From an optimization exercise on the open Yosys and OpenROAD flow, aimed at small area, a short achievable clock period and few clock cycles; shortcuts taken in it are not production practice.
RTL that was checked went through simulation tests only; none was proved equivalent to the original.
The RTL of runs 4 to 8 was laid out without a check of its function.
No activity file was given, so power comes from the tool's default toggle rates.

===== flow/constraint.sdc =====
create_clock -name core_clock -period 6.0 [get_ports {clk_i}]
set_input_delay 1.2000 -clock core_clock [delete_from_list [all_inputs] [get_ports {clk_i}]]
set_output_delay 1.2000 -clock core_clock [all_outputs]
set_load 0.01 [all_outputs]

===== flow/standard.sh =====
#!/bin/bash
# synth_recipe.tcl (not shown) runs the flow's synth.tcl, then flattens the netlist and writes it again
# the make line also repeats each setting of config.mk as NAME=value (left out here)
make -C /OpenROAD-flow-scripts/flow DESIGN_CONFIG=/design/flow/config.mk WORK_HOME=/design/flow/orfs CLKGATE_MAP_FILE= SYNTH_SCRIPT=/design/flow/synth_recipe.tcl "${@:-finish}"

===== flow/design.v =====
`default_nettype none
package sps_pkg;
  localparam int MAX_PATTERN_DEF = 16;
  localparam int MAX_TEXT_DEF    = 65536;
  localparam int POS_W     = 16;
  localparam int LEN_W     = 5;
  localparam int CFG_W     = 64;
  localparam int CFG_IDX_W = 3;
  localparam int STATUS_W  = 2;
  localparam int BYTE_W    = 8;
  localparam logic CMD_TEXT = 1'b0;
  localparam logic CMD_END  = 1'b1;
  typedef enum logic [CFG_IDX_W-1:0] {
    CFG_PATTERN_LOW    = 3'd0,
    CFG_PATTERN_HIGH   = 3'd1,
    CFG_PATTERN_LENGTH = 3'd2,
    CFG_SEARCH_BACK    = 3'd3,
    CFG_BOUND_POSITION = 3'd4
  } cfg_idx_e;
  typedef enum logic [STATUS_W-1:0] {
    STATUS_OK        = 2'd0,
    STATUS_BOUND_ERR = 2'd1,
    STATUS_TOO_LONG  = 2'd2
  } status_e;
endpackage
`default_nettype wire
`default_nettype none
module substring_position_search #(
  parameter int MAX_PATTERN = sps_pkg::MAX_PATTERN_DEF,
  parameter int MAX_TEXT    = sps_pkg::MAX_TEXT_DEF
) (
  input  wire logic                          clk_i,
  input  wire logic                          rst_ni,
  input  wire logic                          cfg_we_i,
  input  wire logic [sps_pkg::CFG_IDX_W-1:0] cfg_idx_i,
  input  wire logic [sps_pkg::CFG_W-1:0]     cfg_data_i,
  input  wire logic                          text_valid_i,
  output logic                               text_ready_o,
  input  wire logic                          text_cmd_i,
  input  wire logic [sps_pkg::BYTE_W-1:0]    text_byte_i,
  output logic                               result_valid_o,
  input  wire logic                          result_ready_i,
  output logic                               result_found_o,
  output logic [sps_pkg::POS_W-1:0]          result_position_o,
  output logic [sps_pkg::STATUS_W-1:0]       result_status_o
);
  localparam int CNT_W  = $clog2(MAX_TEXT + 1);
  localparam int POS_W  = sps_pkg::POS_W;
  localparam int LEN_W  = sps_pkg::LEN_W;
  localparam int BYTE_W = sps_pkg::BYTE_W;
  logic [sps_pkg::CFG_W-1:0] pat_low_q, pat_high_q;
  logic [LEN_W-1:0]          pat_len_q;
  logic                      backward_q;
  logic [POS_W-1:0]          bound_q;
  logic [MAX_PATTERN-1:0] pm_q;         
  logic [CNT_W-1:0]       count_q;      
  logic                   overflow_q;
  logic                   byte_q;       
  logic                   end_q;        
  logic                   ge_q;         
  logic                   cond_q;       
  logic                   e_empty_q, e_ovf_q, e_back_q, e_len0_q;
  logic                   match_valid_q;
  logic [POS_W-1:0]       match_start_q;
  logic                         out_valid_q;
  logic                         found_q;
  logic [POS_W-1:0]             position_q;
  logic [sps_pkg::STATUS_W-1:0] status_q;
  logic                         ready_q;
  logic                 in_xfer, byte_xfer, end_xfer, byte_adv;
  logic [2*sps_pkg::CFG_W-1:0] pattern;
  logic [LEN_W-1:0]     len_eff;
  logic                 len0;
  logic [MAX_PATTERN-1:0] eq;
  logic                 ge_now;
  logic                 pat_low_set_q, pat_high_set_q;
  logic                 byte_zero;
  logic                 hit, take, hold, load;
  logic [LEN_W:0]       start_lo;
  logic [POS_W-LEN_W-1:0] start_hi, start_hi_m1;
  logic [POS_W-1:0]     start_pos;
  logic                 res_found;
  logic [POS_W-1:0]     res_pos;
  logic [sps_pkg::STATUS_W-1:0] res_status;
  assign in_xfer   = text_valid_i && ready_q;
  assign byte_xfer = in_xfer && (text_cmd_i == sps_pkg::CMD_TEXT);
  assign end_xfer  = in_xfer && (text_cmd_i == sps_pkg::CMD_END);
  assign byte_adv  = byte_xfer && !overflow_q && !count_q[CNT_W-1];
  assign pattern = {pat_high_q, pat_low_q};
  assign len_eff = (pat_len_q > LEN_W'(MAX_PATTERN)) ? LEN_W'(MAX_PATTERN) : pat_len_q;
  assign len0    = (pat_len_q == '0);
  assign byte_zero = (text_byte_i == '0);
  always_comb begin
    for (int j = 0; j < MAX_PATTERN; j++) begin
      if ((j < 8) ? pat_low_set_q : pat_high_set_q) begin
        eq[j] = (pattern[BYTE_W*j +: BYTE_W] == text_byte_i);
      end else begin
        eq[j] = byte_zero;
      end
    end
  end
  assign ge_now = ge_q || (count_q == CNT_W'(bound_q));
  always_comb begin
    hit = 1'b0;
    for (int l = 1; l <= MAX_PATTERN; l++) begin
      if (len_eff == LEN_W'(l)) hit = pm_q[l-1];
    end
  end
  assign start_lo    = {1'b0, count_q[LEN_W-1:0]} - {1'b0, len_eff};
  assign start_hi    = count_q[POS_W-1:LEN_W];
  assign start_hi_m1 = count_q[POS_W-1:LEN_W] - 1'b1;
  assign start_pos   = {start_lo[LEN_W] ? start_hi_m1 : start_hi, start_lo[LEN_W-1:0]};
  assign take = byte_q && hit && (backward_q ? !cond_q : !match_valid_q);
  assign hold = end_q && out_valid_q && !result_ready_i;
  assign load = end_q && !hold;
  always_comb begin
    res_found  = 1'b0;
    res_status = sps_pkg::STATUS_OK;
    if (e_ovf_q) begin
      res_status = sps_pkg::STATUS_TOO_LONG;
    end else if (e_back_q) begin
      if (e_empty_q) begin
        res_found = e_len0_q;
      end else if (!cond_q) begin
        res_status = sps_pkg::STATUS_BOUND_ERR;
      end else begin
        res_found = e_len0_q || match_valid_q;
      end
    end else begin
      res_found = e_len0_q || match_valid_q;
    end
  end
  assign res_pos = (res_found && !(e_back_q && e_empty_q)) ? match_start_q : '0;
  always_ff @(posedge clk_i) begin
    if (cfg_we_i && cfg_idx_i == sps_pkg::CFG_PATTERN_LOW)  pat_low_q  <= cfg_data_i;
    if (cfg_we_i && cfg_idx_i == sps_pkg::CFG_PATTERN_HIGH) pat_high_q <= cfg_data_i;
  end
  always_ff @(posedge clk_i or negedge rst_ni) begin
    if (!rst_ni) begin
      pat_low_set_q  <= 1'b0;
      pat_high_set_q <= 1'b0;
      pat_len_q      <= '0;
      backward_q     <= 1'b0;
      bound_q        <= '0;
    end else if (cfg_we_i) begin
      case (cfg_idx_i)
        sps_pkg::CFG_PATTERN_LOW:    pat_low_set_q  <= 1'b1;
        sps_pkg::CFG_PATTERN_HIGH:   pat_high_set_q <= 1'b1;
        sps_pkg::CFG_PATTERN_LENGTH: pat_len_q  <= cfg_data_i[LEN_W-1:0];
        sps_pkg::CFG_SEARCH_BACK:    backward_q <= cfg_data_i[0];
        sps_pkg::CFG_BOUND_POSITION: bound_q    <= cfg_data_i[POS_W-1:0];
        default: ;
      endcase
    end
  end
  always_ff @(posedge clk_i or negedge rst_ni) begin
    if (!rst_ni) begin
      pm_q       <= '0;
      count_q    <= '0;
      overflow_q <= 1'b0;
      ge_q       <= 1'b0;
    end else if (end_xfer) begin
      pm_q       <= '0;
      count_q    <= '0;
      overflow_q <= 1'b0;
      ge_q       <= 1'b0;
    end else if (byte_xfer && !overflow_q) begin
      if (count_q[CNT_W-1]) begin
        overflow_q <= 1'b1;
      end else begin
        pm_q    <= {pm_q[MAX_PATTERN-2:0], backward_q || ge_now} & eq;
        count_q <= count_q + CNT_W'(1);
        ge_q    <= ge_now;
      end
    end
  end
  always_ff @(posedge clk_i or negedge rst_ni) begin
    if (!rst_ni) begin
      byte_q <= 1'b0;
      end_q  <= 1'b0;
    end else begin
      byte_q <= byte_adv;
      end_q  <= end_xfer || hold;
    end
  end
  always_ff @(posedge clk_i) begin
    if (in_xfer) begin
      cond_q <= ge_q;
    end
    if (end_xfer) begin
      e_empty_q <= (count_q == '0);
      e_ovf_q   <= overflow_q;
      e_back_q  <= backward_q;
      e_len0_q  <= len0;
    end
  end
  always_ff @(posedge clk_i or negedge rst_ni) begin
    if (!rst_ni) begin
      match_valid_q <= 1'b0;
    end else if (load) begin
      match_valid_q <= 1'b0;
    end else if (take) begin
      match_valid_q <= 1'b1;
    end
  end
  always_ff @(posedge clk_i) begin
    if (end_xfer && len0) begin
      match_start_q <= bound_q;
    end else if (take) begin
      match_start_q <= start_pos;
    end
  end
  always_ff @(posedge clk_i or negedge rst_ni) begin
    if (!rst_ni) begin
      out_valid_q <= 1'b0;
    end else begin
      out_valid_q <= load || (out_valid_q && !result_ready_i);
    end
  end
  always_ff @(posedge clk_i) begin
    if (load) begin
      found_q    <= res_found;
      position_q <= res_pos;
      status_q   <= res_status;
    end
  end
  always_ff @(posedge clk_i or negedge rst_ni) begin
    if (!rst_ni) begin
      ready_q <= 1'b0;
    end else begin
      ready_q <= !((end_xfer || hold) && (load || (out_valid_q && !result_ready_i)));
    end
  end
  assign text_ready_o      = ready_q;
  assign result_valid_o    = out_valid_q;
  assign result_found_o    = found_q;
  assign result_position_o = position_q;
  assign result_status_o   = status_q;
endmodule
`default_nettype wire

===== flow/config.mk =====
export PLATFORM = sky130hd
export DESIGN_NAME = substring_position_search
export DESIGN_NICKNAME = substring_position_search
export VERILOG_FILES = /design/flow/design.v
export SDC_FILE = /design/flow/constraint.sdc
export NUM_CORES = 4
export LEC_CHECK = 0
export ABC_CLOCK_PERIOD_IN_PS = 2000
export CAP_MARGIN = 20
export CORE_MARGIN = 2
export CORE_UTILIZATION = 40
export CTS_CLUSTER_DIAMETER = 100
export CTS_CLUSTER_SIZE = 20
export SETUP_SLACK_MARGIN = 3.8
export SLEW_MARGIN = 20

===== flow/flow/run.sh =====
#!/bin/bash
set -e
export BUFFER_PORTS_ARGS="-buffer_cell sky130_fd_sc_hd__buf_1"
bash standard.sh > standard.log 2>&1

==> results of run 1 <==
-- per-layer routing --
metal | part of all wire | track usage
met4 | 0.023 | 0.0395
met2 | 0.48 | 0.276
met3 | 0.044 | 0.0225
met1 | 0.45 | 0.235
met5 | 0 | 0
-- flip-flops by register name (all words and copies together), names as in the netlist, 5 cells and up --
signal	flops
pat_high_q	64
pat_low_q	64
count_q	17
bound_q	16
match_start_q	16
pm_q	16
position_q	16
pat_len_q	5
-- placed cells by master (no fill, tap or decap), types with 22 or more instances in the layout --
| cell type | n |
|---|---|
| buf_4 | 45 |
| nor2_1 | 23 |
| xor2_1 | 33 |
| nand2_1 | 38 |
| buf_1 | 77 |
| clkbuf_2 | 22 |
| edfxtp_1 | 168 |
| xnor2_1 | 134 |
| dfrtp_1 | 60 |
| nand4_1 | 39 |
-- worst paths after layout --
check	from	to	slack, ps	cells past startpoint
setup / recovery	ready_q	text_ready_o	3800	1
hold / removal	end_q	match_valid_q	450	1
setup reg to reg	pat_len_q[0]	match_start_q[6]	3860	8
hold reg to reg	end_q	match_valid_q	450	1
max in group asynchronous	rst_ni	pat_len_q[2]	4500	2
min in group asynchronous	rst_ni	match_valid_q	900	2
-- kinds of logic after synthesis --
logic type	count (synthesis)
XOR/XNOR	167
flip-flops	232
adder cells (fa/ha/maj)	10
multiplexers	26
AND/OR/NAND/NOR	182
buffers and inverters	50
AO/OA/AOI/OAI	85
-- metrics by stage --
stage                     std cells  utilization  hold slack, ps  setup slack [ps]  instance area (µm²)
after global routing           1232        0.483             467              3760                12200
after detailed placement       1160        0.441             448              2930                11200
final                          1232        0.483             454              3800                12200
after global placement         1160        0.441             454              2970                11200
after floorplan                 752            -             432              2180                10500
after CTS                      1199        0.467             458              3780                11800
-- power by group through the flow --
stage	combinational (mW)	clock, mW	sequential (mW)
2_1_floorplan	0.356	0	1.93
3_5_place_dp	0.472	0	1.97
6_report	0.573	0.997	1.92
4_1_cts	0.505	1.02	1.93
5_1_grt	0.632	1.08	1.94
3_3_place_gp	0.468	0	1.97
-- final cells by class --
| type | instances | area (µm²) | area share |
|---|---|---|---|
| clock buffers | 24 | 409 | 0.0334 |
| well taps | 330 | 413 | 0.0337 |
| inverters | 15 | 73.8 | 0.00603 |
| repair buffers | 158 | 983 | 0.0804 |
| flip-flops and latches | 232 | 6650 | 0.544 |
| clock inverters | 2 | 17.5 | 0.00143 |
| multi-input cells | 471 | 3690 | 0.301 |
-- repair_timing --
item                                   in CTS  in global routing
setup endpoints to repair                 205                102
endpoints found under the hold margin       0                  0
setup buffers                              12                 33
pin swaps                                   6                 10
gates resized for setup                    25                 51
cloned                                      1                  0
==> results.txt, run 1 <==
# H-tree levels=1; Flop pwr share=0.550; # fillers=2,258; cell taking the most area after synthesis=edfxtp_1; first-pass GRT wire length=34,800 µm; multiplexer area fraction after synthesis=0.0276; CP max FO=2; DIE HEIGHT=165 µm; GR Util All Layers=0.167; Synth Flop Type=edfxtp_1; XOR/XNOR share of the synthesized area=0.141; RSZ-0062 raised after global routing=true; post-synthesis compound-gate area fraction=0.0540; CTS tree=built; Clk pwr share=0.286; leakage=4.35 nW; maximum VDD drop=0.000210 V; # diodes=0; drc violations=0; final setup vio count=0; maxcap violations=0; NumNets Final=984; min Tclk post-route=2200 ps; FF+latch count, synth=232; worst-case clock buffer depth=3; syn_nets=843; largest net degree at the start of global routing=66; clock slew at reported path FFs=70 ps; switching power=0.898 mW; Sw Ratio=0.257; IO Count=102; die area=27,300 µm²; crit-path max cell delay=390 ps; Post-DRT Antenna Nets=0; max_slew headroom=0.442; starting DRC count in detailed routing=476; Comb power frac=0.164; Async SR Flop Fraction=0.276; vias per std cell=5.12; CP Data Arrival Time=1000 ps; Post-Synthesis Cells=752; CP delay by family, top=flip-flops; Cell Area, Synth=10,400 µm²; Die W=165 µm; clk_lat worst skew=490 ps; CTS sink cnt=232; Synth Area per Inst=13.8 µm²; crit-path cells=buf_2; Synth Warn #=1; Setup TNS=0 ps; WS Path Type=reg -> out; Num CTS Buffers=15; worst endpoint required time=4800 ps; simple-gate share of the synthesized area=0.100; count leader, synth=edfxtp_1; largest family of logic cells by synthesized area=XOR/XNOR gates; vias in the first global route=6,112; fmax=0.454 GHz; initial antenna violation count=0; Detail Placement HPWL=15,000 µm; gpl congestion=0.850; synthesized-area fraction occupied by adder cells=0.0128; drt total wl=22,500 µm; Worst Hold Class=reg -> reg; crit end category=primary output; Initial Utilization=0.410; CTS Root Cell=clkbuf_16; Internal=2.59 mW; synth top area cells=edfxtp_1 49%, dfrtp_1 15%, xnor2_1 11%, xor2_1 2.8%, nand4_1 2.3%; status=no timing/DRC/antenna violations; grt ovf=0; Slowest-stage cell, CP=dfrtp_1; Pwr Density=285 nW/µm²; top cell types by occurrence after synthesis=168 x edfxtp_1, 134 x xnor2_1, 64 x dfrtp_1; EDFF count, synth=168; DR vias=6,311; Distinct cells, synth=58; Fin. Hold Viols=0; sequential area share after synthesis=0.640; Port Buffers=101; Startpoint Class=register; Yosys top cell area share=0.486; worst-margin pin slew=836 ps; Power, Total=3.49 mW; max-slew violations=0; Synth-to-Final Area Change=17.8%; period utilization=0.367; CTS Hold Buffers Added=0; WP buf/inv=1; Clock Skew=19.4 ps; share of cells above drive strength 1=0.187; Row Count=58; Core ar.=25,300 µm²; Avg WL per Cell=18.2 µm; TritonRoute pass-1 iters=5
Testbench counts, summed over its fixed seeds: cycles 176,128.
==> inputs of run 2 (changes only) <==
--- a/flow/config.mk
+++ b/flow/config.mk
@@ -8,8 +8,9 @@
 export ABC_CLOCK_PERIOD_IN_PS = 2000
 export CAP_MARGIN = 20
 export CORE_MARGIN = 2
-export CORE_UTILIZATION = 40
+export CORE_UTILIZATION = 65
 export CTS_CLUSTER_DIAMETER = 100
 export CTS_CLUSTER_SIZE = 20
+export PLACE_DENSITY = 0.75
 export SETUP_SLACK_MARGIN = 3.8
 export SLEW_MARGIN = 20
==> run 2 against run 1 <==
Against the previous run: worst setup slack better by 9.4 ps; die area down 38%; first-iteration DRC count grew 23%; final cell count shrank 8.7%; global-route usage up 10 points; design area shrank 0.13%; critical path type is now in -> reg; synthesized cell count unchanged; fmax is 0.43% higher; combinational power is 7.7% higher; clock power fell by 2%; sequential share of layout area increased by 0.073 points; register-to-register slack worse by 20 ps.
==> results.txt, run 2 <==
crit-path max cell delay=540 ps; sequential area share after synthesis=0.640; Post-DRT Antenna Nets=0; Async SR Flop Fraction=0.276; most common cell after layout, fill and taps aside=edfxtp_1; fmax=0.456 GHz; Worst Hold Class=reg -> reg; commonest non-fill, non-tap cells in the layout=168 x edfxtp_1, 134 x xnor2_1, 79 x buf_1; gpl congestion=0.912; Synth-to-Final Area Change=17.6%; CP Data Arrival Time=2610 ps; largest registers=pat_high_q x64, pat_low_q x64, count_q x17; Critical Path Most Common Cell=nor2_4; starting DRC count in detailed routing=584; syn_nets=843; Num CTS Buffers=15; IO Count=102; GR Util All Layers=0.271; CTS Root Cell=clkbuf_16; cell taking the most area after synthesis=edfxtp_1; worst endpoint required time=6420 ps; Core ar.=15,800 µm²; vias per std cell=5.82; EDFF count, synth=168; crit end category=register; Synth Flop Type=edfxtp_1; WS Path Type=in -> reg; initial antenna violation count=0; TritonRoute pass-1 iters=5; Post-Synthesis Cells=752; Yosys top cell area share=0.486; clk_lat worst skew=480 ps; hold path depth=1; Finished Core Util=0.775; Setup TNS=0 ps; share of cells above drive strength 1=0.202; die area=17,000 µm²; Die W=130 µm; Detail Placement HPWL=14,400 µm; CP max FO=8; maximum VDD drop=0.000294 V; Initial Utilization=0.659; NumNets Final=991; CTS tree=built; maxcap violations=0; vias in the first global route=6,438; status=no timing/DRC/antenna violations; drt total wl=22,600 µm; RSZ-0062 raised after global routing=true; synth top area cells=edfxtp_1 49%, dfrtp_1 15%, xnor2_1 11%, xor2_1 2.8%, nand4_1 2.3%; DR vias=6,553; Pwr Density=288 nW/µm²; count leader, synth=edfxtp_1; CTS sink cnt=232; leakage=4.40 nW; largest net degree at the start of global routing=66; Avg WL per Cell=20.1 µm; Cell Area, Synth=10,400 µm²; Synth Area per Inst=13.8 µm²; Row Count=46; Slowest-stage cell, CP=or4_4; drc violations=0; worst-case clock buffer depth=3; Synth Warn #=1; max-slew violations=0; Fin. Hold Viols=0; Startpoint Class=primary input; clock slew at reported path FFs=80 ps; reg2reg path depth=4; Clock Skew=16.7 ps; Distinct cells, synth=58; Port Buffers=101; top cell types by occurrence after synthesis=168 x edfxtp_1, 134 x xnor2_1, 64 x dfrtp_1; grt ovf=0; final setup vio count=0; crit-path cells=buf_6 > buf_12 > or4_4 > nor2_4 > nor2_2 > nor2_4 > o311ai_2 > nand2_1; DIE HEIGHT=130 µm; period utilization=0.366; max_slew headroom=0.459; # H-tree levels=1; worst-margin pin slew=811 ps; FF+latch count, synth=232; # diodes=0; min Tclk post-route=2200 ps; first-pass GRT wire length=34,900 µm
run 2: cell counts after synthesis:
No cell type changed its count.
run 2: per-layer routing:
layer | GRT usage | vias to the layer above | share of wire
met2 | 0.416 | 264 | 0.46
met4 | 0.0832 | 0 | 0.024
li1 | - | 3025 | -
met3 | 0.0403 | 47 | 0.072
met1 | 0.409 | 3217 | 0.44
met5 | 0 | - | 0
run 2: what timing repair did:
item,CTS,global route
endpoints found under the setup margin,198,154
pin swaps,12,12
hold buffers,0,0
gates resized for setup,46,54
buffers inserted,33,19
cloned,1,0
run 2: logic make-up (layout without fill, tap and decap cells):
group	after synthesis	in the layout	synth area share
compound gates	85	85	0.0540
xor+xnor	167	167	0.141
fa+ha+maj	10	10	0.0128
buf+inv	50	206	0.0252
flops	232	232	0.640
mux	26	26	0.0276
simple gates	182	183	0.100
run 2: area by class of cell:
type | count | area, µm²
fillers | 978 | 3550
multi-input cells | 471 | 3750
clock buffers | 24 | 409
flip-flops and latches | 232 | 6650
clock inverters | 2 | 17.5
inverters | 15 | 76.3
well taps | 216 | 270
repair buffers | 165 | 1040
run 2: path summary, 6_finish.rpt:
path,startpoint,endpoint,slack (ps)
worst min-delay path,end_q,match_valid_q,480
worst max register to register,pat_len_q[3],match_start_q[9],3840
min in group asynchronous,rst_ni,bound_q[11],880
worst min register to register,end_q,match_valid_q,480
max in group asynchronous,rst_ni,pat_len_q[0],4530
worst max-delay path,text_byte_i[5],pm_q[0],3800
run 2: per-stage QoR:
stage                     power [mW]  area (µm²)  setup WS [ps]  cells  hold slack [ps]
after floorplan                 2.29       10500           2180    752              432
after global placement          2.42       11000           3170   1046              458
after detailed placement        2.44       11000           3070   1046              465
after CTS                       3.46       11900           3800   1106              476
after global routing            3.66       12200           3730   1125              495
final                           3.52       12200           3800   1125              476
run 2: power by group:
part | internal [mW] | switching (mW) | total (mW)
sequential | 1.84 | 0.0824 | 1.92
clock | 0.477 | 0.502 | 0.979
combinational | 0.294 | 0.323 | 0.617
total | 2.61 | 0.907 | 3.52
run 2: critical path: cells and delay by family:
| family | cells | cell delay [ps] |
|---|---|---|
| compound gates | 1 | 140 |
| buf+inv | 2 | 220 |
| simple gates | 5 | 1060 |
==> inputs of run 3 (changes only) <==
==> flow/flow/run.sh (replaced) <==
#!/bin/bash
set -e
export BUFFER_PORTS_ARGS="-buffer_cell sky130_fd_sc_hd__buf_2"
bash standard.sh > standard.log 2>&1
--- a/flow/config.mk
+++ b/flow/config.mk
@@ -8,9 +8,6 @@
 export ABC_CLOCK_PERIOD_IN_PS = 2000
 export CAP_MARGIN = 20
 export CORE_MARGIN = 2
-export CORE_UTILIZATION = 65
-export CTS_CLUSTER_DIAMETER = 100
-export CTS_CLUSTER_SIZE = 20
-export PLACE_DENSITY = 0.75
+export CORE_UTILIZATION = 40
 export SETUP_SLACK_MARGIN = 3.8
 export SLEW_MARGIN = 20
==> run 3 against run 2 <==
Against the previous run: still clean; clock power rose by 57%; total power rose by 14%; area after synthesis did not move; critical path type is now reg -> out; highest routed layer is now met5.
==> results.txt, run 3 <==
Internal=3.04 mW; Synth Area per Inst=13.8 µm²; final setup vio count=0; hold path startpoint=end_q; CTS tree=built; most common cell after layout, fill and taps aside=edfxtp_1; Async SR Flop Fraction=0.276; Slowest-stage cell, CP=dfrtp_1; max_slew headroom=0.455; min Tclk post-route=2260 ps; TritonRoute pass-1 iters=6; Cell Area, Synth=10,400 µm²; Synth Warn #=1; Worst Setup SP=ready_q; maxcap violations=0; Port Buffers=101; vias per std cell=5.07; crit-path max cell delay=390 ps; r2r endpoint=match_start_q[6]; Core ar.=25,300 µm²; # fillers=2,238; worst endpoint required time=4800 ps; EDFF count, synth=168; CTS Root Cell=clkbuf_16; Num CTS Buffers=25; period utilization=0.376; share of cells above drive strength 1=0.256; Synth Flop Type=edfxtp_1; FF+latch count, synth=232; Row Count=58; clk_lat worst skew=530 ps; first-pass GRT wire length=34,800 µm; crit-path cells=buf_2; Initial Utilization=0.410; DP Area=11,300 µm²; sequential area share after synthesis=0.640; status=no timing/DRC/antenna violations; worst-case clock buffer depth=3; initial antenna violation count=1; commonest non-fill, non-tap cells in the layout=168 x edfxtp_1, 134 x xnor2_1, 93 x buf_2; count leader, synth=edfxtp_1; crit end category=primary output; Worst Hold Class=reg -> reg; Detail Placement HPWL=15,000 µm; area of the multi-input gates=3660 µm²; # diodes=0; Sw Ratio=0.242; CP max FO=2; NumNets Final=955; Setup TNS=0 ps; Finished Core Util=0.487; grt ovf=0; # H-tree levels=1; GR Util All Layers=0.167; clock slew at reported path FFs=50 ps; drc violations=0; Register Area=6650 µm²; Yosys top cell area share=0.486; Die W=165 µm; DR vias=6,152; cell taking the most area after synthesis=edfxtp_1; Power, Total=4.01 mW; syn_nets=843; Comb power frac=0.136; Avg WL per Cell=18.2 µm; Clock Skew=10.6 ps; switching power=0.971 mW; post-route cell area=12,300 µm²; WS Path Type=reg -> out; Post-DRT Antenna Nets=0; CP delay by family, top=flip-flops; WHS Endpoint=match_valid_q; CTS sink cnt=232; dpl ws=3180 ps; reg2reg path depth=9; starting DRC count in detailed routing=371; drt total wl=22,100 µm; largest registers=pat_high_q x64, pat_low_q x64, count_q x17; vias in the first global route=6,260; fmax=0.443 GHz; CP Data Arrival Time=1060 ps; maximum VDD drop=0.000241 V; worst-margin pin slew=818 ps; Synth-to-Final Area Change=18.8%; Pwr Density=325 nW/µm²; largest net degree at the start of global routing=66; die area=27,300 µm²; WP buf/inv=1; Crit Reg-Reg Startpoint=pat_len_q[4]; hold path depth=1; Clk pwr share=0.384; slack of the critical path=3740 ps; RSZ-0062 raised after global routing=true; flop-to-flop setup slack=3860 ps; Post-Synthesis Cells=752; max-slew violations=0; synth top area cells=edfxtp_1 49%, dfrtp_1 15%, xnor2_1 11%, xor2_1 2.8%, nand4_1 2.3%; top cell types by occurrence after synthesis=168 x edfxtp_1, 134 x xnor2_1, 64 x dfrtp_1; gpl congestion=0.804; Fin. Hold Viols=0; Flop pwr share=0.480; CTS Hold Buffers Added=0; IO Count=102; DIE HEIGHT=165 µm; Distinct cells, synth=58; leakage=4.54 nW; Startpoint Class=register
-- run 3: cell counts after synthesis --
Identical to the previous run, type by type.
-- run 3: layout make-up --
cell class	count	area share
multi-input combinational	471	0.296
inverter	15	0.00537
clock inverter	8	0.00872
sequential	232	0.539
timing repair buffer	119	0.0576
clock buffer	38	0.0595
tap	330	0.0335
-- run 3: power groups by stage --
stage | clock (mW) | combinational (mW) | sequential (mW)
final | 1.54 | 0.546 | 1.92
after global routing | 1.63 | 0.610 | 1.94
after CTS | 1.58 | 0.501 | 1.93
after detailed placement | 0 | 0.480 | 1.96
after global placement | 0 | 0.474 | 1.96
after floorplan | 0 | 0.356 | 1.93
-- run 3: logic make-up (layout without fill, tap and decap cells) --
logic type      count (synthesis)  count (layout)  share of synthesized area
mux                            26              26                     0.0276
buf+inv                        50             180                     0.0252
xor+xnor                      167             167                      0.141
compound gates                 85              85                     0.0540
simple gates                  182             183                      0.100
flops                         232             232                      0.640
fa+ha+maj                      10              10                     0.0128
-- run 3: worst max-delay path by stage --
| stage | depth (start not counted) | end | slack [ps] |
|---|---|---|---|
| 5_1_grt | 1 | result_position_o[7] | 3720 |
| 4_1_cts | 1 | text_ready_o | 3720 |
| 3_5_place_dp | 7 | pm_q[0] | 3180 |
| 3_3_place_gp | 7 | pm_q[0] | 3190 |
| 6_report | 1 | text_ready_o | 3740 |
| 2_1_floorplan | 1 | pat_high_q[0] | 2180 |
-- run 3: per-stage QoR --
stage | hold slack (ps) | instances
finish | 474 | 1213
global route | 508 | 1213
CTS | 477 | 1203
detailed placement | 469 | 1153
global placement | 449 | 1153
floorplan | 432 | 752
-- run 3: per-layer routing --
| metal | track usage | vias up | wire, µm |
|---|---|---|---|
| li1 | - | 2951 | - |
| met1 | 0.223 | 3007 | 9830 |
| met2 | 0.279 | 145 | 10600 |
| met3 | 0.0240 | 47 | 821 |
| met4 | 0.0593 | 2 | 770 |
| met5 | 0 | - | 13 |
-- run 3: what timing repair did --
item / in CTS / in global routing
pin swaps: 2 / 4
setup buffers: 3 / 10
setup endpoints to repair: 179 / 67
gates resized for setup: 16 / 18
cloned: 1 / 0
==> inputs of run 4 (changes only) <==
--- a/flow/design.v
+++ b/flow/design.v
@@ -76,9 +76,6 @@
   logic                 pat_low_set_q, pat_high_set_q;
   logic                 byte_zero;
   logic                 hit, take, hold, load;
-  logic [LEN_W:0]       start_lo;
-  logic [POS_W-LEN_W-1:0] start_hi, start_hi_m1;
-  logic [POS_W-1:0]     start_pos;
   logic                 res_found;
   logic [POS_W-1:0]     res_pos;
   logic [sps_pkg::STATUS_W-1:0] res_status;
@@ -106,10 +103,6 @@
       if (len_eff == LEN_W'(l)) hit = pm_q[l-1];
     end
   end
-  assign start_lo    = {1'b0, count_q[LEN_W-1:0]} - {1'b0, len_eff};
-  assign start_hi    = count_q[POS_W-1:LEN_W];
-  assign start_hi_m1 = count_q[POS_W-1:LEN_W] - 1'b1;
-  assign start_pos   = {start_lo[LEN_W] ? start_hi_m1 : start_hi, start_lo[LEN_W-1:0]};
   assign take = byte_q && hit && (backward_q ? !cond_q : !match_valid_q);
   assign hold = end_q && out_valid_q && !result_ready_i;
   assign load = end_q && !hold;
@@ -207,7 +200,7 @@
     if (end_xfer && len0) begin
       match_start_q <= bound_q;
     end else if (take) begin
-      match_start_q <= start_pos;
+      match_start_q <= POS_W'(count_q - CNT_W'(len_eff));
     end
   end
   always_ff @(posedge clk_i or negedge rst_ni) begin
@@ -226,7 +219,7 @@
   end
   always_ff @(posedge clk_i or negedge rst_ni) begin
     if (!rst_ni) begin
-      ready_q <= 1'b0;
+      ready_q <= 1'b1;
     end else begin
       ready_q <= !((end_xfer || hold) && (load || (out_valid_q && !result_ready_i)));
     end
==> flow/run.sh (new file) <==
#!/bin/bash
# synth_recipe.tcl (not shown) runs the flow's synth.tcl, then flattens the netlist and writes it again
# the make line also repeats each setting of config.mk as NAME=value (left out here)
make -C /OpenROAD-flow-scripts/flow DESIGN_CONFIG=/design/flow/config.mk WORK_HOME=/design/flow/orfs CLKGATE_MAP_FILE= SYNTH_SCRIPT=/design/flow/synth_recipe.tcl finish
--- a/flow/config.mk
+++ b/flow/config.mk
@@ -5,9 +5,9 @@
 export SDC_FILE = /design/flow/constraint.sdc
 export NUM_CORES = 4
 export LEC_CHECK = 0
-export ABC_CLOCK_PERIOD_IN_PS = 2000
+export ABC_CLOCK_PERIOD_IN_PS = 2400
 export CAP_MARGIN = 20
 export CORE_MARGIN = 2
 export CORE_UTILIZATION = 40
-export SETUP_SLACK_MARGIN = 3.8
+export SETUP_SLACK_MARGIN = 3.6
 export SLEW_MARGIN = 20
removed: flow/flow/run.sh
removed: flow/standard.sh
==> run 4 against run 3 <==
Against the previous run: still clean; final cell count increased by 3.1%; die area fell by 0.25%; via count grew 4.9%; sequential share of layout area decreased by 2.8 points; clock skew is 10 ps higher; sequential power about the same; combinational power rose by 7.1%; critical endpoint is now pat_high_q[32].
==> results.txt, run 4 <==
Row Count=58; CTS Root Cell=clkbuf_16; Synth Flop Type=edfxtp_1; Die W=165 µm; status=no timing/DRC/antenna violations; CP max FO=65; die area=27,200 µm²; Setup TNS=0 ps; M1 GR Usage=0.252; Avg WL per Cell=19.1 µm; starting DRC count in detailed routing=375; M3 GR Usage=0.0236; share of cells above drive strength 1=0.170; NumNets Final=989; crit end category=register; gpl congestion=0.802; final hold slack=488 ps; CP Data Arrival Time=2570 ps; maximum VDD drop=0.000251 V; worst endpoint required time=6190 ps; clk_lat worst skew=540 ps; Post-Synthesis Cells=764; CTS tree=built; period utilization=0.397; Inst Count DP=1,170; FF+latch count, synth=232; WS Path Type=in -> reg; Post-DRT Antenna Nets=0; Port Buffers=101; Num CTS Buffers=26; GRT busiest layer=met2; TritonRoute pass-1 iters=6; grt ovf=0; Finished Core Util=0.514; WP buf/inv=2; Clock Skew=20.5 ps; cell taking the most area after synthesis=edfxtp_1; Synth-to-Final Area Change=25.7%; leakage=4.54 nW; CP delay by family, top=buffers and inverters; reg2reg path depth=10; top cell types by occurrence after synthesis=168 x edfxtp_1, 154 x xnor2_1, 63 x dfrtp_1; Synth Warn #=1; Async SR Flop Fraction=0.276; Distinct cells, synth=55; synth top area cells=edfxtp_1 49%, dfrtp_1 15%, xnor2_1 13%, mux2_2 2.5%, nand4_1 2.5%; Core ar.=25,300 µm²; # diodes=0; most common cell after layout, fill and taps aside=edfxtp_1; DIE HEIGHT=165 µm; initial antenna violation count=1; slack of the critical path=3620 ps; IO Count=102; min Tclk post-route=2380 ps; clock slew at reported path FFs=60 ps; Slowest-stage cell, CP=clkdlybuf4s50_1; Fin. Hold Viols=0; Power, Total=3.95 mW; Initial Utilization=0.409; vias in the first global route=6,400; WP depth=3; Pwr Density=303 nW/µm²; DR vias=6,455; maxcap violations=0; GR Util All Layers=0.179; Worst Hold Class=reg -> reg; largest net degree at the start of global routing=66; EDFF count, synth=168; fmax=0.420 GHz; largest registers=pat_high_q x64, pat_low_q x64, count_q x17; final setup vio count=0; post-route cell area=13,000 µm²; dpl ws=2260 ps; worst-case clock buffer depth=3; Yosys top cell area share=0.487; commonest non-fill, non-tap cells in the layout=168 x edfxtp_1, 154 x xnor2_1, 70 x clkdlybuf4s50_1; CTS sink cnt=232; DP Area=11,800 µm²; vias per std cell=5.16; hold path depth=0; Synth Area per Inst=13.6 µm²; worst-margin pin slew=845 ps; max-slew violations=0; Cell Area, Synth=10,400 µm²; # H-tree levels=1; first-pass GRT wire length=36,600 µm; Detail Placement HPWL=16,200 µm; RSZ-0062 raised after global routing=true; drc violations=0; crit-path max cell delay=550 ps; sequential area share after synthesis=0.642; max_slew headroom=0.436; Startpoint Class=primary input; M2 GR Usage=0.290; crit-path cells=clkdlybuf4s50_1 > nor4bb_4 > clkbuf_16; Layout Cells excl Fill=1,250; drt total wl=23,800 µm; # fillers=2,214; syn_nets=853; count leader, synth=edfxtp_1
## run 4: cell count changes after synthesis, sizes merged, moves of 3 or more
| cell | before | now |
|---|---|---|
| xor2 | 33 | 9 |
| xnor2 | 134 | 154 |
| or3 | 0 | 9 |
| nand2 | 43 | 36 |
| nor3 | 8 | 13 |
| buf | 29 | 16 |
| clkbuf | 6 | 22 |
| nand3 | 7 | 10 |
| a21oi | 12 | 16 |
| o21a | 0 | 3 |
| nor2 | 30 | 33 |
## run 4: area by class of cell
type | count | area [µm²] | area share
sequential | 232 | 6650 | 0.511
multi-input combinational | 481 | 3700 | 0.284
timing repair buffer | 145 | 1430 | 0.110
clock buffer | 37 | 702 | 0.0539
tap | 330 | 413 | 0.0317
clock inverter | 11 | 70.1 | 0.00538
inverter | 14 | 60.1 | 0.00461
## run 4: final timing paths
kind,slack [ps],endpoint,start
worst max-delay path,3620,pat_high_q[32],cfg_idx_i[1]
worst min-delay path,490,status_q[1],e_ovf_q
worst max register to register,3710,match_start_q[12],pat_len_q[0]
worst min register to register,490,status_q[1],e_ovf_q
max in group asynchronous,4530,pat_len_q[4],rst_ni
min in group asynchronous,850,bound_q[6],rst_ni
## run 4: kinds of logic (layout without fill, tap and decap cells)
family	after synthesis	in the layout	share of synthesized area
buffers and inverters	52	207	0.0211
AO/OA/AOI/OAI	93	94	0.0583
multiplexers	28	28	0.0298
XOR/XNOR	163	163	0.138
flip-flops	232	232	0.642
adder cells (fa/ha/maj)	8	8	0.0104
AND/OR/NAND/NOR	188	188	0.101
## run 4: repair_timing
action	in CTS	in global routing
cloned	1	0
resized for setup	71	39
pin swaps	10	4
endpoints found under the setup margin	199	148
setup buffers	23	8
hold buffers	0	0
## run 4: per-layer routing
layer	vias up	wire length, µm
met3	42	983
met5	-	0
met1	3170	11000
li1	3061	-
met4	0	646
met2	182	11200
## run 4: worst reg2reg max path: stages (launching register included)
cell	delay, ps
dfrtp_2	370
inv_1	90
nor2_1	140
ha_1	210
fa_2	230
nor2b_1	50
o21a_1	210
o21ai_4	230
nand3_2	130
or4_1	430
nand3_1	90
## run 4: report_power, final
| group | switching [mW] | internal (mW) | leakage [nW] | total (mW) |
|---|---|---|---|---|
| sequential | 0.0864 | 1.84 | 2.36 | 1.93 |
| clock | 0.620 | 0.816 | 0.377 | 1.44 |
| combinational | 0.291 | 0.294 | 1.80 | 0.585 |
==> inputs of run 5 (changes only) <==
--- a/flow/config.mk
+++ b/flow/config.mk
@@ -5,9 +5,7 @@
 export SDC_FILE = /design/flow/constraint.sdc
 export NUM_CORES = 4
 export LEC_CHECK = 0
-export ABC_CLOCK_PERIOD_IN_PS = 2400
 export CAP_MARGIN = 20
 export CORE_MARGIN = 2
 export CORE_UTILIZATION = 40
-export SETUP_SLACK_MARGIN = 3.6
 export SLEW_MARGIN = 20
==> run 5 against run 4 <==
Against the previous run: still clean on timing, DRC and antenna; die area unchanged; register-to-register slack worse by 450 ps; first-iteration DRC count up 3.2%; clock power up 8%; synthesized cell count unchanged; worst setup slack worse by 1100 ps; utilization down 1.7 points; design area down 3.2%; non-clock buffer count down 31; area after synthesis unchanged.
==> results.txt, run 5 <==
Worst Setup SP=text_valid_i; clk_lat worst skew=520 ps; NumNets Final=957; Avg WL per Cell=18.4 µm; Comb power frac=0.131; fmax=0.287 GHz; starting DRC count in detailed routing=387; Setup TNS=0 ps; share of cells above drive strength 1=0.100; worst-margin pin slew=989 ps; initial antenna violation count=0; most common cell after layout, fill and taps aside=edfxtp_1; Synth Warn #=1; Detail Placement HPWL=15,600 µm; flop-to-flop setup slack=3260 ps; Synth-to-Final Area Change=21.6%; largest net degree at the start of global routing=66; Clock Skew=6.59 ps; GR Util All Layers=0.167; largest registers=pat_high_q x64, pat_low_q x64, count_q x17; clock slew at reported path FFs=50 ps; Power, Total=4.01 mW; Synth Flop Type=edfxtp_1; # diodes=0; TritonRoute pass-1 iters=4; Slowest-stage cell, CP=nand2_1; drt total wl=22,400 µm; Die W=165 µm; maxcap violations=0; CTS Root Cell=clkbuf_16; Async SR Flop Fraction=0.276; FF+latch count, synth=232; max_slew headroom=0.338; RSZ-0062 raised after global routing=false; Post-DRT Antenna Nets=0; vias per std cell=5.08; Register Area=6650 µm²; min Tclk post-route=3480 ps; # resized after CTS=0; max-slew violations=0; crit-path max cell delay=650 ps; Distinct cells, synth=55; commonest non-fill, non-tap cells in the layout=168 x edfxtp_1, 154 x xnor2_1, 100 x clkdlybuf4s50_1; Crit Reg-Reg Startpoint=ready_q; crit-path cells=clkdlybuf4s50_1 > and2_1 > nand2_1 > clkinv_1 > nand2_1 > o21ai_2; # fillers=2,221; synth top area cells=edfxtp_1 49%, dfrtp_1 15%, xnor2_1 13%, mux2_2 2.5%, nand4_1 2.5%; crit end category=register; Port Buffers=101; # H-tree levels=1; top cell types by occurrence after synthesis=168 x edfxtp_1, 154 x xnor2_1, 63 x dfrtp_1; worst-case clock buffer depth=3; sequential area share after synthesis=0.642; worst endpoint required time=6190 ps; CTS tree=built; WS Path Type=in -> reg; total setup buffers inserted after CTS=0; Worst Hold Class=reg -> reg; syn_nets=853; DIE HEIGHT=165 µm; DP Area=11,800 µm²; Sw Ratio=0.239; maximum VDD drop=0.000215 V; Pwr Density=318 nW/µm²; DR vias=6,190; status=no timing/DRC/antenna violations; Row Count=58; crit path to=match_start_q[11]; Internal=3.05 mW; cell taking the most area after synthesis=edfxtp_1; Num CTS Buffers=26; gpl congestion=0.871; r2r endpoint=match_start_q[11]; grt ovf=0; Startpoint Class=primary input; die area=27,200 µm²; Yosys top cell area share=0.487; IO Count=102; reg2reg path depth=5; leakage=4.28 nW; Initial Utilization=0.409; vias in the first global route=6,108; EDFF count, synth=168; count leader, synth=edfxtp_1; drc violations=0; Flop pwr share=0.482; switching power=0.956 mW; Fin. Hold Viols=0; Post-Synthesis Cells=764; CP max FO=20; Synth Area per Inst=13.6 µm²; Core ar.=25,300 µm²; area of the multi-input gates=3530 µm²; CTS sink cnt=232; Clk pwr share=0.387; period utilization=0.580; post-route cell area=12,600 µm²; Cell Area, Synth=10,400 µm²; CTS Hold Buffers Added=0; final setup vio count=0; first-pass GRT wire length=34,200 µm; Critical Path Most Common Cell=nand2_1; CP Data Arrival Time=3670 ps
[run 5: cell types whose count changed in the layout (fill, tap and decap cells not counted), moves of 6 or more]
| cell | delta |
|---|---|
| clkdlybuf4s50_1 | +30 |
| buf_4 | -21 |
| dlygate4sd2_1 | -11 |
| clkdlybuf4s15_1 | -10 |
| buf_12 | -6 |
[run 5: power by group through the flow]
stage | Clock [mW] | Combinational, mW | Sequential, mW
floorplan | 0 | 0.346 | 1.93
global placement | 0 | 0.518 | 1.96
detailed placement | 0 | 0.526 | 1.96
CTS | 1.59 | 0.529 | 1.93
global route | 1.65 | 0.581 | 1.94
finish | 1.55 | 0.523 | 1.93
[run 5: final cells by class]
cell class / instances / share of cell area
Clock inverter: 9 / 0.00794
Timing Repair Buffer: 114 / 0.0876
Inverter: 14 / 0.00417
Clock buffer: 39 / 0.0596
Tap cell: 330 / 0.0328
Multi-Input combinational cell: 480 / 0.280
Sequential cell: 232 / 0.528
[run 5: worst max-delay path: cells and delay by family]
kind / cells / cell delay, ps
AO/OA/AOI/OAI: 1 / 360
buffers and inverters: 2 / 980
AND/OR/NAND/NOR: 3 / 1110
[run 5: logic make-up after synthesis]
family	Yosys count	share of synthesized area
flip-flops	232	0.642
AO/OA/AOI/OAI	93	0.0583
buffers and inverters	52	0.0211
XOR/XNOR	163	0.138
multiplexers	28	0.0298
adder cells (fa/ha/maj)	8	0.0104
AND/OR/NAND/NOR	188	0.101
[run 5: worst min path at each step]
stage / start / end / slack (ps) / cells after the start
floorplan: ge_q / cond_q / 450 / 0
global placement: e_ovf_q / status_q[1] / 480 / 0
detailed placement: e_ovf_q / status_q[1] / 470 / 0
CTS: e_ovf_q / status_q[1] / 490 / 0
global route: e_ovf_q / status_q[1] / 500 / 0
finish: e_ovf_q / status_q[1] / 490 / 0
[run 5: through the flow]
stage	hold WS, ps	util	instances	worst slack (ps)
after floorplan	448	-	764	511
after global placement	479	0.464	1170	1850
after detailed placement	474	0.464	1170	2010
after CTS	486	0.498	1218	2550
after global routing	497	0.498	1218	2380
final	490	0.498	1218	2520
[run 5: routing by layer]
metal,up-vias,track usage,routed length (µm)
met5,-,0,0
met4,0,0.0482,497
met3,35,0.0269,1050
met2,140,0.279,10700
met1,3019,0.226,10200
li1,2996,-,-
==> inputs of run 6 (changes only) <==
--- a/flow/config.mk
+++ b/flow/config.mk
@@ -5,7 +5,9 @@
 export SDC_FILE = /design/flow/constraint.sdc
 export NUM_CORES = 4
 export LEC_CHECK = 0
+export ABC_CLOCK_PERIOD_IN_PS = 2000
 export CAP_MARGIN = 20
 export CORE_MARGIN = 2
 export CORE_UTILIZATION = 40
+export SETUP_SLACK_MARGIN = 4.0
 export SLEW_MARGIN = 20
==> run 6 against run 5 <==
Against the previous run: critical endpoint is now text_ready_o; total power increased by 8.6%; first-iteration DRC count increased by 24%; worst setup slack improved by 1100 ps; utilization increased by 5.7 points.
==> results.txt, run 6 <==
DP Area=12,000 µm²; final setup vio count=0; Clock Skew=6.26 ps; FF+latch count, synth=232; Pwr Density=310 nW/µm²; slack of the critical path=3640 ps; cell taking the most area after synthesis=edfxtp_1; syn_nets=853; fmax=0.424 GHz; # diodes=0; Initial Utilization=0.409; Metal-1 WL=10,700 µm; status=no timing/DRC/antenna violations; worst-margin pin slew=842 ps; crit-path cells=buf_6; clk_lat worst skew=530 ps; Detail Placement HPWL=15,700 µm; met2 wire length=12,600 µm; Yosys top cell area share=0.487; WS Path Type=reg -> out; first-pass GRT wire length=38,500 µm; EDFF count, synth=168; Startpoint Class=register; Post-DRT Antenna Nets=0; Power, Total=4.35 mW; DIE HEIGHT=165 µm; initial antenna violation count=0; grt ovf=0; IO Count=102; Fin. Hold Viols=0; gpl congestion=0.816; maxcap violations=0; NumNets Final=1,036; most common cell after layout, fill and taps aside=edfxtp_1; Row Count=58; share of cells above drive strength 1=0.296; Setup TNS=0 ps; Synth Area per Inst=13.6 µm²; CP Data Arrival Time=1160 ps; leakage=5.00 nW; crit-path max cell delay=540 ps; drt total wl=24,900 µm; Synth Flop Type=edfxtp_1; synth top area cells=edfxtp_1 49%, dfrtp_1 15%, xnor2_1 13%, mux2_2 2.5%, nand4_1 2.5%; Slowest-stage cell, CP=dfstp_2; Max Used Layer=met4; Cell Area, Synth=10,400 µm²; maximum VDD drop=0.000196 V; dpl ws=2600 ps; TritonRoute pass-1 iters=5; Async SR Flop Fraction=0.276; Register Area=6660 µm²; # fillers=2,062; vias in the first global route=6,870; CP delay by family, top=flip-flops; Die W=165 µm; CTS Root Cell=clkbuf_16; period utilization=0.393; Synth Warn #=1; CTS sink cnt=232; # H-tree levels=1; GR Util All Layers=0.185; die area=27,200 µm²; Worst Hold Class=reg -> reg; max-slew violations=0; clock slew at reported path FFs=60 ps; crit end category=primary output; min Tclk post-route=2360 ps; RSZ-0062 raised after global routing=true; drc violations=0; met3 WL=859 µm; Num CTS Buffers=25; vias per std cell=5.15; commonest non-fill, non-tap cells in the layout=168 x edfxtp_1, 153 x xnor2_1, 65 x clkdlybuf4s50_1; max_slew headroom=0.439; count leader, synth=edfxtp_1; Distinct cells, synth=55; starting DRC count in detailed routing=480; Post-Synthesis Cells=764; worst endpoint required time=4800 ps; Synth-to-Final Area Change=35.5%; area of the multi-input gates=4140 µm²; post-route cell area=14,000 µm²; CTS tree=built; DR vias=6,670; CP max FO=2; Port Buffers=101; top cell types by occurrence after synthesis=168 x edfxtp_1, 154 x xnor2_1, 63 x dfrtp_1; largest net degree at the start of global routing=66; Core ar.=25,300 µm²; sequential area share after synthesis=0.642; WP buf/inv=1; largest registers=pat_high_q x64, pat_low_q x64, count_q x17; Avg WL per Cell=19.2 µm; worst-case clock buffer depth=3
==> run 6: cell count changes in the layout (fill, tap and decap cells not counted), moves of 15 or more <==
cell | previous run | this run
mux2_4 | 0 | 20
clkdlybuf4s50_1 | 100 | 65
mux2_2 | 23 | 3
buf_12 | 0 | 18
buf_4 | 13 | 61
buf_2 | 1 | 29
o21ai_0 | 33 | 18
buf_6 | 0 | 16
==> run 6: metrics by stage <==
stage,utilization,hold WS [ps],cells
6_report,0.554,499,1296
5_1_grt,0.554,528,1296
4_1_cts,0.545,507,1282
3_5_place_dp,0.472,487,1169
3_3_place_gp,0.472,478,1169
2_1_floorplan,-,448,764
==> run 6: report_power, final <==
group / leakage [nW] / internal (mW) / switching (mW)
clock network: 0.421 / 0.983 / 0.627
logic: 2.23 / 0.437 / 0.370
registers: 2.35 / 1.84 / 0.0899
total: 5.00 / 3.26 / 1.09
==> run 6: what timing repair did <==
item,4_1_cts,5_1_grt
endpoints found under the setup margin,240,198
setup buffers,63,14
cloned,4,0
resized for setup,251,52
hold buffers,0,0
pin swaps,39,25
==> run 6: final timing paths <==
path                       depth (start not counted)         start          endpoint  slack, ps
min in group asynchronous                          2        rst_ni       count_q[13]        840
max in group asynchronous                          2        rst_ni      pat_len_q[2]       4540
min                                                2         end_q       out_valid_q        500
max                                                1       ready_q      text_ready_o       3640
max reg2reg                                       11  pat_len_q[4]  match_start_q[7]       3730
min reg2reg                                        2         end_q       out_valid_q        500
==> run 6: layout make-up <==
| cell class | count | area share |
|---|---|---|
| tap | 330 | 0.0294 |
| clock buffer | 29 | 0.0456 |
| sequential | 232 | 0.474 |
| timing repair buffer | 193 | 0.135 |
| multi-input combinational | 481 | 0.294 |
| clock inverter | 17 | 0.0158 |
| inverter | 14 | 0.00517 |
==> run 6: cells by family (layout without fill, tap and decap cells) <==
logic type,Yosys count,count (layout),synth area share
mux,28,28,0.0298
xor+xnor,163,163,0.138
simple gates,188,188,0.101
flops,232,232,0.642
buf+inv,52,253,0.0211
compound gates,93,94,0.0583
fa+ha+maj,8,8,0.0104
==> run 6: metal layers <==
| layer | GRT usage | vias up |
|---|---|---|
| met5 | 0 | - |
| met2 | 0.324 | 169 |
| li1 | - | 3160 |
| met3 | 0.0231 | 42 |
| met4 | 0.0573 | 0 |
| met1 | 0.241 | 3299 |
==> run 6: worst min-delay path: stages, from the launching register on <==
cell	delay, ps
dfrtp_1	340
inv_1	50
nand2_1	70
==> inputs of run 7 (changes only) <==
--- a/flow/config.mk
+++ b/flow/config.mk
@@ -9,5 +9,5 @@
 export CAP_MARGIN = 20
 export CORE_MARGIN = 2
 export CORE_UTILIZATION = 40
-export SETUP_SLACK_MARGIN = 4.0
+export SETUP_SLACK_MARGIN = 4.3
 export SLEW_MARGIN = 20
==> run 7 against run 6 <==
Against the previous run: critical path depth unchanged; combinational power increased by about 20%; clock skew grew 15 ps; area after synthesis unchanged; first-iteration DRC count is 4.2% lower; hold slack gained 18 ps; register-to-register slack worse by 20 ps; worst setup slack better by 7.1 ps; final cell count is 6.3% higher.
==> results.txt, run 7 <==
status=no timing/DRC/antenna violations; vias in the first global route=7,321; die area=27,200 µm²; EDFF count, synth=168; drc violations=0; CP max FO=2; period utilization=0.392; WS Path Type=reg -> out; max_slew headroom=0.431; # fillers=1,819; IO Count=102; cell taking the most area after synthesis=edfxtp_1; Core ar.=25,300 µm²; CTS Root Cell=clkbuf_16; CTS Hold Buffers Added=0; Detail Placement HPWL=15,500 µm; Cell Area, Synth=10,400 µm²; vias per std cell=5.32; most common cell after layout, fill and taps aside=edfxtp_1; Die W=165 µm; top cell types by occurrence after synthesis=168 x edfxtp_1, 154 x xnor2_1, 63 x dfrtp_1; Num CTS Buffers=26; area of the multi-input gates=4440 µm²; sequential area share after synthesis=0.642; drt total wl=29,900 µm; worst-case clock buffer depth=3; Startpoint Class=register; clk_lat worst skew=540 ps; Slowest-stage cell, CP=dfstp_2; Post-Synthesis Cells=764; worst-margin pin slew=853 ps; NumNets Final=1,117; synth top area cells=edfxtp_1 49%, dfrtp_1 15%, xnor2_1 13%, mux2_2 2.5%, nand4_1 2.5%; Clock Skew=21.0 ps; FF+latch count, synth=232; # H-tree levels=1; share of cells above drive strength 1=0.384; Distinct cells, synth=55; Post-DRT Antenna Nets=0; leakage=5.73 nW; GR Util All Layers=0.212; count leader, synth=edfxtp_1; RSZ-0062 raised after global routing=true; syn_nets=853; Register Area=6670 µm²; commonest non-fill, non-tap cells in the layout=168 x edfxtp_1, 151 x xnor2_1, 71 x buf_4; CTS sink cnt=232; hold path startpoint=match_start_q[13]; Crit Reg-Reg Startpoint=pat_len_q[4]; Avg WL per Cell=21.7 µm; DR vias=7,337; Port Buffers=101; final hold slack=518 ps; crit end category=primary output; starting DRC count in detailed routing=460; hold path depth=1; TritonRoute pass-1 iters=4; Fin. Hold Viols=0; Inst Count DP=1,168; clock slew at reported path FFs=60 ps; Layout Cells excl Fill=1,378; max-slew violations=0; Pwr Density=290 nW/µm²; largest net degree at the start of global routing=65; crit-path max cell delay=530 ps; maximum VDD drop=0.000244 V; Setup TNS=0 ps; final setup vio count=0; first-pass GRT wire length=42,800 µm; fmax=0.425 GHz; Async SR Flop Fraction=0.276; # diodes=0; crit-path cells=buf_6; CP Data Arrival Time=1150 ps; largest registers=pat_high_q x64, pat_low_q x64, count_q x17; Synth Flop Type=edfxtp_1; WP buf/inv=1; initial antenna violation count=0; r2r endpoint=match_start_q[12]; WHS Endpoint=position_q[13]; Worst Hold Class=reg -> reg; maxcap violations=0; reg2reg path depth=9; Synth Warn #=1; CP delay by family, top=flip-flops; Row Count=58; Initial Utilization=0.409; flop-to-flop setup slack=3710 ps; Synth-to-Final Area Change=51.4%; min Tclk post-route=2350 ps; worst endpoint required time=4800 ps; CTS tree=built; gpl congestion=0.834; grt ovf=0; Yosys top cell area share=0.487; Synth Area per Inst=13.6 µm²; DIE HEIGHT=165 µm
run 7: cell counts after synthesis:
No cell type changed its count.
run 7: layout make-up:
class | instances | share of cell area
Clock buffer | 28 | 0.0420
Clock inverter | 20 | 0.0148
Inverter | 14 | 0.00535
Multi-Input combinational cell | 486 | 0.283
Sequential cell | 232 | 0.425
Tap cell | 330 | 0.0263
Timing Repair Buffer | 266 | 0.202
Timing Repair inverter | 2 | 0.00160
run 7: how the worst max path moves through the flow:
| stage | start | end | slack, ps | depth (start not counted) |
|---|---|---|---|---|
| finish | ready_q | text_ready_o | 3650 | 1 |
| floorplan | cfg_we_i | pat_high_q[0] | 2180 | 1 |
| detailed placement | text_byte_i[2] | pm_q[0] | 2560 | 7 |
| global placement | text_byte_i[2] | pm_q[0] | 2590 | 7 |
| global route | ready_q | text_ready_o | 3620 | 1 |
| CTS | ready_q | text_ready_o | 3630 | 1 |
run 7: cell families after synthesis:
| logic type | synth area share |
|---|---|
| fa+ha+maj | 0.0104 |
| simple gates | 0.101 |
| xor+xnor | 0.138 |
| mux | 0.0298 |
| buf+inv | 0.0211 |
| flops | 0.642 |
| compound gates | 0.0583 |
run 7: repair_timing:
| action | 4_1_cts | 5_1_grt |
|---|---|---|
| setup buffers | 99 | 35 |
| endpoints found under the setup margin | 283 | 255 |
| gates cloned | 24 | 4 |
| resized for setup | 327 | 96 |
| pin swaps | 45 | 38 |
run 7: where the power goes:
group,switching (mW),leakage [nW],internal [mW]
combinational,0.443,2.96,0.523
sequential,0.0983,2.35,1.84
clock,0.665,0.422,0.974
total,1.21,5.73,3.34
run 7: metrics by stage:
step	setup WS [ps]	util	area [µm²]	total power [mW]
floorplan	2180	-	10800	2.33
global placement	2590	0.474	12000	2.53
detailed placement	2560	0.474	12000	2.54
CTS	3630	0.588	14900	4.39
global route	3620	0.619	15700	4.71
finish	3650	0.619	15700	4.54
run 7: layer usage:
metal,vias to the layer above,wire length (µm),track usage
met1,3672,12000,0.273
met4,0,1200,0.0767
met2,250,15100,0.366
met5,-,0,0
met3,70,1510,0.0309
li1,3345,-,-
==> inputs of run 8 (changes only) <==
--- a/flow/design.v
+++ b/flow/design.v
@@ -57,7 +57,6 @@
   logic                   overflow_q;
   logic                   byte_q;       
   logic                   end_q;        
-  logic                   ge_q;         
   logic                   cond_q;       
   logic                   e_empty_q, e_ovf_q, e_back_q, e_len0_q;
   logic                   match_valid_q;
@@ -72,9 +71,8 @@
   logic [LEN_W-1:0]     len_eff;
   logic                 len0;
   logic [MAX_PATTERN-1:0] eq;
-  logic                 ge_now;
-  logic                 pat_low_set_q, pat_high_set_q;
-  logic                 byte_zero;
+  logic [CNT_W-1:0]     thresh;
+  logic                 cond_new;
   logic                 hit, take, hold, load;
   logic                 res_found;
   logic [POS_W-1:0]     res_pos;
@@ -86,24 +84,20 @@
   assign pattern = {pat_high_q, pat_low_q};
   assign len_eff = (pat_len_q > LEN_W'(MAX_PATTERN)) ? LEN_W'(MAX_PATTERN) : pat_len_q;
   assign len0    = (pat_len_q == '0);
-  assign byte_zero = (text_byte_i == '0);
   always_comb begin
     for (int j = 0; j < MAX_PATTERN; j++) begin
-      if ((j < 8) ? pat_low_set_q : pat_high_set_q) begin
-        eq[j] = (pattern[BYTE_W*j +: BYTE_W] == text_byte_i);
-      end else begin
-        eq[j] = byte_zero;
-      end
-    end
-  end
-  assign ge_now = ge_q || (count_q == CNT_W'(bound_q));
+      eq[j] = (pattern[BYTE_W*j +: BYTE_W] == text_byte_i);
+    end
+  end
+  assign thresh   = CNT_W'(bound_q) + (backward_q ? CNT_W'(1) : CNT_W'(len_eff) - CNT_W'(1));
+  assign cond_new = (count_q < thresh);
   always_comb begin
     hit = 1'b0;
     for (int l = 1; l <= MAX_PATTERN; l++) begin
       if (len_eff == LEN_W'(l)) hit = pm_q[l-1];
     end
   end
-  assign take = byte_q && hit && (backward_q ? !cond_q : !match_valid_q);
+  assign take = byte_q && hit && (backward_q ? cond_q : (!cond_q && !match_valid_q));
   assign hold = end_q && out_valid_q && !result_ready_i;
   assign load = end_q && !hold;
   always_comb begin
@@ -114,7 +108,7 @@
     end else if (e_back_q) begin
       if (e_empty_q) begin
         res_found = e_len0_q;
-      end else if (!cond_q) begin
+      end else if (cond_q) begin
         res_status = sps_pkg::STATUS_BOUND_ERR;
       end else begin
         res_found = e_len0_q || match_valid_q;
@@ -124,21 +118,17 @@
     end
   end
   assign res_pos = (res_found && !(e_back_q && e_empty_q)) ? match_start_q : '0;
-  always_ff @(posedge clk_i) begin
-    if (cfg_we_i && cfg_idx_i == sps_pkg::CFG_PATTERN_LOW)  pat_low_q  <= cfg_data_i;
-    if (cfg_we_i && cfg_idx_i == sps_pkg::CFG_PATTERN_HIGH) pat_high_q <= cfg_data_i;
-  end
-  always_ff @(posedge clk_i or negedge rst_ni) begin
-    if (!rst_ni) begin
-      pat_low_set_q  <= 1'b0;
-      pat_high_set_q <= 1'b0;
-      pat_len_q      <= '0;
-      backward_q     <= 1'b0;
-      bound_q        <= '0;
+  always_ff @(posedge clk_i or negedge rst_ni) begin
+    if (!rst_ni) begin
+      pat_low_q  <= '0;
+      pat_high_q <= '0;
+      pat_len_q  <= '0;
+      backward_q <= 1'b0;
+      bound_q    <= '0;
     end else if (cfg_we_i) begin
       case (cfg_idx_i)
-        sps_pkg::CFG_PATTERN_LOW:    pat_low_set_q  <= 1'b1;
-        sps_pkg::CFG_PATTERN_HIGH:   pat_high_set_q <= 1'b1;
+        sps_pkg::CFG_PATTERN_LOW:    pat_low_q  <= cfg_data_i;
+        sps_pkg::CFG_PATTERN_HIGH:   pat_high_q <= cfg_data_i;
         sps_pkg::CFG_PATTERN_LENGTH: pat_len_q  <= cfg_data_i[LEN_W-1:0];
         sps_pkg::CFG_SEARCH_BACK:    backward_q <= cfg_data_i[0];
         sps_pkg::CFG_BOUND_POSITION: bound_q    <= cfg_data_i[POS_W-1:0];
@@ -151,19 +141,16 @@
       pm_q       <= '0;
       count_q    <= '0;
       overflow_q <= 1'b0;
-      ge_q       <= 1'b0;
     end else if (end_xfer) begin
       pm_q       <= '0;
       count_q    <= '0;
       overflow_q <= 1'b0;
-      ge_q       <= 1'b0;
     end else if (byte_xfer && !overflow_q) begin
       if (count_q[CNT_W-1]) begin
         overflow_q <= 1'b1;
       end else begin
-        pm_q    <= {pm_q[MAX_PATTERN-2:0], backward_q || ge_now} & eq;
+        pm_q    <= {pm_q[MAX_PATTERN-2:0], 1'b1} & eq;
         count_q <= count_q + CNT_W'(1);
-        ge_q    <= ge_now;
       end
     end
   end
@@ -178,7 +165,7 @@
   end
   always_ff @(posedge clk_i) begin
     if (in_xfer) begin
-      cond_q <= ge_q;
+      cond_q <= cond_new;
     end
     if (end_xfer) begin
       e_empty_q <= (count_q == '0);
--- a/flow/config.mk
+++ b/flow/config.mk
@@ -5,9 +5,7 @@
 export SDC_FILE = /design/flow/constraint.sdc
 export NUM_CORES = 4
 export LEC_CHECK = 0
-export ABC_CLOCK_PERIOD_IN_PS = 2000
 export CAP_MARGIN = 20
 export CORE_MARGIN = 2
 export CORE_UTILIZATION = 40
-export SETUP_SLACK_MARGIN = 4.3
 export SLEW_MARGIN = 20
==> run 8 against run 7 <==
Against the previous run: highest routed layer unchanged; still clean; clock-buffer cell count grew 12; hold slack lost 18 ps; critical path type is now reg -> reg; critical endpoint is now cond_q; sequential power grew 6%; global-route usage shrank 3.0 points; via count grew 12%.
==> results.txt, run 8 <==
Clk pwr share=0.328; Synth Area per Inst=11.6 µm²; Core ar.=30,400 µm²; leakage=5.80 nW; drt total wl=28,200 µm; min Tclk post-route=4730 ps; Avg WL per Cell=18.0 µm; Synth-to-Final Area Change=17.8%; CTS sink cnt=229; top cell types by occurrence after synthesis=188 x dfrtp_1, 149 x mux2_2, 127 x xnor2_1; vias per std cell=5.22; drc violations=0; # resized after CTS=0; Post-Synthesis Cells=1,057; IO Count=102; post-route cell area=14,400 µm²; # H-tree levels=1; Post-DRT Antenna Nets=0; DIE HEIGHT=179 µm; CP delay by family, top=compound AO/OA/AOI/OAI gates; Synth Warn #=1; max_slew headroom=0.368; clk_lat worst skew=540 ps; Detail Placement HPWL=19,700 µm; commonest non-fill, non-tap cells in the layout=188 x dfrtp_1, 149 x mux2_2, 127 x xnor2_1; gpl congestion=0.821; first-pass GRT wire length=46,000 µm; Setup TNS=0 ps; Row Count=64; Synth Flop Type=dfrtp_1; syn_nets=1,184; TritonRoute pass-1 iters=5; Die W=179 µm; Internal=3.43 mW; total setup buffers inserted after CTS=0; Sw Ratio=0.292; Flop pwr share=0.423; Yosys top cell area share=0.384; share of cells above drive strength 1=0.193; clock slew at reported path FFs=60 ps; RSZ-0062 raised after global routing=false; initial antenna violation count=0; FF+latch count, synth=229; worst endpoint required time=6280 ps; cell taking the most area after synthesis=dfrtp_1; max-slew violations=0; CP max FO=12; worst-margin pin slew=948 ps; Worst Hold Class=reg -> reg; final setup vio count=0; maximum VDD drop=0.000213 V; NumNets Final=1,279; DP Area=13,600 µm²; hold path startpoint=end_q; CP Data Arrival Time=5010 ps; crit-path max cell delay=680 ps; fmax=0.211 GHz; Distinct cells, synth=66; dpl ws=1270 ps; period utilization=0.789; crit end category=register; switching power=1.41 mW; synth top area cells=dfrtp_1 38%, mux2_2 14%, edfxtp_1 9.8%, xnor2_1 9.1%, ha_1 4.5%; vias in the first global route=8,350; Crit Reg-Reg Startpoint=pat_len_q[2]; DR vias=8,185; CTS Root Cell=clkbuf_16; Pwr Density=335 nW/µm²; Num CTS Buffers=26; crit-path cells=or3_4 > or3_4 > nor2_1 > ha_1 > a21o_1 > a21o_1 > a211oi_1 > o21ai_0 > xnor2_1 > ha_1 > o21ai_0 > nand2b_1 > a21oi_1 > a2111oi_0 > a21oi_1; Worst Setup SP=pat_len_q[2]; Startpoint Class=register; Async SR Flop Fraction=0.825; GR Util All Layers=0.183; Comb power frac=0.249; # diodes=0; Slowest-stage cell, CP=nor2_1; worst-case clock buffer depth=3; largest registers=pat_high_q x64, pat_low_q x64, count_q x17; Initial Utilization=0.403; CTS Hold Buffers Added=0; grt ovf=0; die area=32,100 µm²; slack of the critical path=1270 ps; status=no timing/DRC/antenna violations; Port Buffers=101; largest net degree at the start of global routing=85; EDFF count, synth=40; maxcap violations=0; Clock Skew=15.8 ps; sequential area share after synthesis=0.484; Fin. Hold Viols=0; CTS tree=built; Finished Core Util=0.475; Cell Area, Synth=12,300 µm²; most common cell after layout, fill and taps aside=dfrtp_1; WS Path Type=reg -> reg; count leader, synth=dfrtp_1; WP buf/inv=0; starting DRC count in detailed routing=476
## run 8: changes by cell type in the layout (fill, tap and decap cells not counted), sizes merged, moves of 18 or more
| cell | delta |
|---|---|
| xnor2 | -27 |
| a21oi | +41 |
| buf | -178 |
| nor4 | +21 |
| clkdlybuf4s50 | +38 |
| xor2 | +27 |
| edfxtp | -128 |
| dfrtp | +125 |
| ha | +37 |
| mux2 | +126 |
| nor2 | +18 |
| nand3 | +18 |
## run 8: metrics by stage
step	total power, mW	std cells	hold WS (ps)
2_1_floorplan	2.94	1057	423
3_3_place_gp	3.26	1520	468
3_5_place_dp	3.29	1520	474
4_1_cts	4.90	1567	497
5_1_grt	5.13	1567	528
6_report	4.84	1567	500
## run 8: power by group through the flow
stage | registers (mW) | logic [mW] | clock network [mW]
after floorplan | 2.02 | 0.915 | 0
after global placement | 2.07 | 1.19 | 0
after detailed placement | 2.08 | 1.21 | 0
after CTS | 2.05 | 1.22 | 1.63
after global routing | 2.09 | 1.35 | 1.69
final | 2.05 | 1.21 | 1.59
## run 8: layout make-up
| class | count | area [µm²] |
|---|---|---|
| sequential | 229 | 5930 |
| inverter | 23 | 87.6 |
| tap | 396 | 495 |
| clock inverter | 7 | 114 |
| multi-input combinational | 754 | 5930 |
| fill | 2835 | 16000 |
| timing repair buffer | 118 | 1140 |
| clock buffer | 40 | 743 |
## run 8: cell families after synthesis
| kind of cell | synth area share |
|---|---|
| flip-flops | 0.484 |
| multiplexers | 0.138 |
| buffers and inverters | 0.0334 |
| AO/OA/AOI/OAI | 0.0679 |
| AND/OR/NAND/NOR | 0.112 |
| XOR/XNOR | 0.116 |
| adder cells (fa/ha/maj) | 0.0481 |
## run 8: final timing paths
kind	to	slack, ps	cells after the start
setup / recovery	cond_q	1270	15
hold / removal	out_valid_q	500	2
setup reg to reg	cond_q	1270	15
hold reg to reg	out_valid_q	500	2
max in group asynchronous	count_q[11]	4100	2
min in group asynchronous	pat_high_q[28]	700	1
## run 8: routing by layer
layer | wire length (µm) | share of wire | track usage
met5 | 0 | 0 | 0
met2 | 13300 | 0.47 | 0.303
met3 | 1000 | 0.035 | 0.0271
met1 | 13300 | 0.47 | 0.253
met4 | 648 | 0.023 | 0.0403
## run 8: tightest hold or removal path: stages (launching register included)
cell	delay, ps
dfrtp_1	340
inv_1	60
nand2_1	70
